What follows belongs to an exercise in optimizing a design on an open flow for a short achievable clock period and few clock cycles; a production flow would make more cautious choices. Only simulation tests tie the RTL to the original design; equivalence was not proved. No activity file was given, so power comes from the tool's default toggle rates.

// mips_core
module mips_core (
  input  wire logic        CLK,
  input  wire logic        nRST,
  input  wire logic        ihit,
  input  wire logic        dhit,
  input  wire logic [31:0] imem_load,
  input  wire logic [31:0] dmem_load,
  output logic      [31:0] imem_addr,
  output logic             imem_ren,
  output logic      [31:0] dmem_addr,
  output logic      [31:0] dmem_store,
  output logic             dmem_ren,
  output logic             dmem_wen,
  output logic             halt
);
Size in the first run: about 9300 cells after synthesis, roughly 1800 flip-flops, roughly 170 I/O pins, ~0.096 sq mm of cells after synthesis.
export LEC_CHECK = 0
export CAP_MARGIN = 20
export CORE_MARGIN = 2
export CORE_UTILIZATION = 25
export PLACE_DENSITY = 0.35
export SLEW_MARGIN = 20
create_clock -name core_clock -period 10.0 [get_ports {CLK}]
standard.sh (not shown) runs the stock make flow with config.mk's settings and CLKGATE_MAP_FILE= SYNTH_SCRIPT=/design/flow/synth_recipe.tcl, a recipe that flattens the netlist after the stock synthesis.
==> flow/flow/run.sh <==
#!/bin/bash
# The standard layout, with repair_timing aiming for a larger setup margin.
set -euo pipefail
bash standard.sh SETUP_SLACK_MARGIN=6.0 finish > make_finish.log 2>&1
The first run produced a clean layout.
Testbench counts at the start, summed over its fixed seeds: cycles 18,844.
==> next run, changes <==
==> flow/flow/run.sh (replaced) <==
#!/bin/bash
# The standard layout, with repair_timing aiming for a larger setup margin.
set -euo pipefail
bash standard.sh SETUP_SLACK_MARGIN=6.5 finish > make_finish.log 2>&1
Outcome: Design area rises by a few percent. Routed wire length came out higher slightly. Maximum frequency grows by a few percent. Setup slack improves by 0.11 ns. Combinational power rose by roughly a tenth. Sequential cell count does not change. Non-clock buffer count grows by 337.
==> next run, changes <==
==> flow/flow/run.sh (replaced) <==
#!/bin/bash
# The standard layout, with repair_timing aiming for a larger setup margin.
set -euo pipefail
bash standard.sh SETUP_SLACK_MARGIN=7.5 finish > make_finish.log 2>&1
After rerunning: Power goes up by about 2.7%. Area after synthesis is unchanged. Non-clock buffer count goes up by 348. Clock-buffer cell count shrinks by 1. Via count is higher by about 3%. Maximum frequency went down by about 3.5%. Die area does not change. Final area climbs by about 7%. Worst setup slack got worse by 0.16 ns.

* * *

## before
Another version of the RTL of mips_core (not shown whole).
Size: roughly 9000 cells after synthesis, ~1700 flip-flops, ~0.092 sq mm of cells after synthesis.
// mips_core
module mips_core (
  input  wire logic        CLK,
  input  wire logic        nRST,
  input  wire logic        ihit,
  input  wire logic        dhit,
  input  wire logic [31:0] imem_load,
  input  wire logic [31:0] dmem_load,
  output logic      [31:0] imem_addr,
  output logic             imem_ren,
  output logic      [31:0] dmem_addr,
  output logic      [31:0] dmem_store,
  output logic             dmem_ren,
  output logic             dmem_wen,
  output logic             halt
);
Settings: LEC_CHECK=0, CAP_MARGIN=20, CORE_MARGIN=2, CORE_UTILIZATION=25, PLACE_DENSITY=0.35, SETUP_SLACK_MARGIN=5, SLEW_MARGIN=20; clock period 10.0 ns.
run.sh (not shown) runs the stock make flow with config.mk's settings and CLKGATE_MAP_FILE= SYNTH_SCRIPT=/design/flow/synth_recipe.tcl, a recipe that flattens the netlist after the stock synthesis.
Stock flow here: none of the scripts above is used.
before was carried through to the last stage, and its layout satisfied the timing, DRC and antenna checks.
Testbench counts of before, summed over its fixed seeds: cycles 18,844.
The following lists how after was set up differently from before:
==> flow/flow/run.sh (new file) <==
#!/bin/bash
# The standard layout, with repair_timing aiming for a larger setup margin.
set -euo pipefail
bash standard.sh SETUP_SLACK_MARGIN=6.5 finish > make_finish.log 2>&1
==> flow/standard.sh (new file) <==
#!/bin/bash
# synth_recipe.tcl (not shown) runs the flow's synth.tcl, then flattens the netlist and writes it again
# the make line also repeats each setting of config.mk as NAME=value (left out here)
make -C /OpenROAD-flow-scripts/flow DESIGN_CONFIG=/design/flow/config.mk WORK_HOME=/design/flow/orfs CLKGATE_MAP_FILE= SYNTH_SCRIPT=/design/flow/synth_recipe.tcl "${@:-finish}"
diff --git a/flow/config.mk b/flow/config.mk
--- a/flow/config.mk
+++ b/flow/config.mk
@@ -12 +11,0 @@
-export SETUP_SLACK_MARGIN = 5
removed: flow/run.sh
Notes after the runs:
Final cell area: after above before. after vs before — fraction of standard cell area in multi-input logic dropped 1.7 points. The origin of the worst setup path comes out u_datapath.d_pc[2]$_DFFE_PN_ in one run and imem_load[21] in the other, namely in after and before respectively. Compared to before, after has portion of total power attributed to combinational logic 4.9 points higher. Comparing after and before, clock tree buffer count of the final layout is higher on before.

* * *

Another version of the RTL of mips_core (not shown whole).
For scale: about 1500 flip-flops, ~170 I/O pins.
clock: 10.0 ns
lec_check: 0
cap_margin: 20
core_margin: 2
core_utilization: 50
place_density: 0.65
setup_slack_margin: 5
slew_margin: 20
Stock flow here: none of the scripts above is used.
Testbench counts at the start, summed over its fixed seeds: cycles 20,522.
Edit:
CORE_UTILIZATION = 25   (was 50)
PLACE_DENSITY = 0.35   (was 0.65)
SETUP_SLACK_MARGIN = not set   (was 5)
The new run finished with timing, DRC and antenna clean; core utilization went down by 27 points; final cell count went up by about 23%; cell area went up by 4.2%; wire length went up by about 25%; worst setup slack gets worse by 1200 ps; total power went up by about 7%.

==> re-timing with driven ports <==
Ports are ideal in the flow. The routed layouts listed here were re-timed in OpenROAD. Step 1, drivers: a clkbuf_16 drives CLK and a buf_2 each remaining input, both assumed. Step 2 times the ports against the registers' clock, not the clock port: input delays grow and output delays shrink by t, the midpoint of the rising clock arrivals with the driver on. Three values: no drivers, after step 1, after step 2; two values: the first two.
run	shift t [ns]	setup slack, ns	worst setup path after step 2	latest minus earliest clock arrival (ns)	cell pins on the clock port's net
the first run of note 1	1.022	5.564 / 5.629 / 4.628	input to register	0.152 / 0.152	1
the second run of note 1	1.053	5.674 / 5.735 / 4.682	input to register	0.125 / 0.126	1
the third run of note 1	1.036	5.518 / 5.518 / 4.579	input to register	0.143 / 0.143	1
before	1.027	4.935 / 4.990 / 3.976	input to register	0.127 / 0.126	1
after	1.035	5.298 / 5.298 / 4.748	input to register	0.159 / 0.159	1
the first run of note 3	0.891	4.939 / 4.939 / 4.366	input to register	0.040 / 0.039	1
the second run of note 3	0.994	3.770 / 3.770 / 3.580	input to register	0.077 / 0.077	1
After both steps every run listed still meets setup and hold. For the second run of note 1, which loses most, drivers alone change the setup slack by +0.061 ns; drivers and shift together by -0.992 ns.
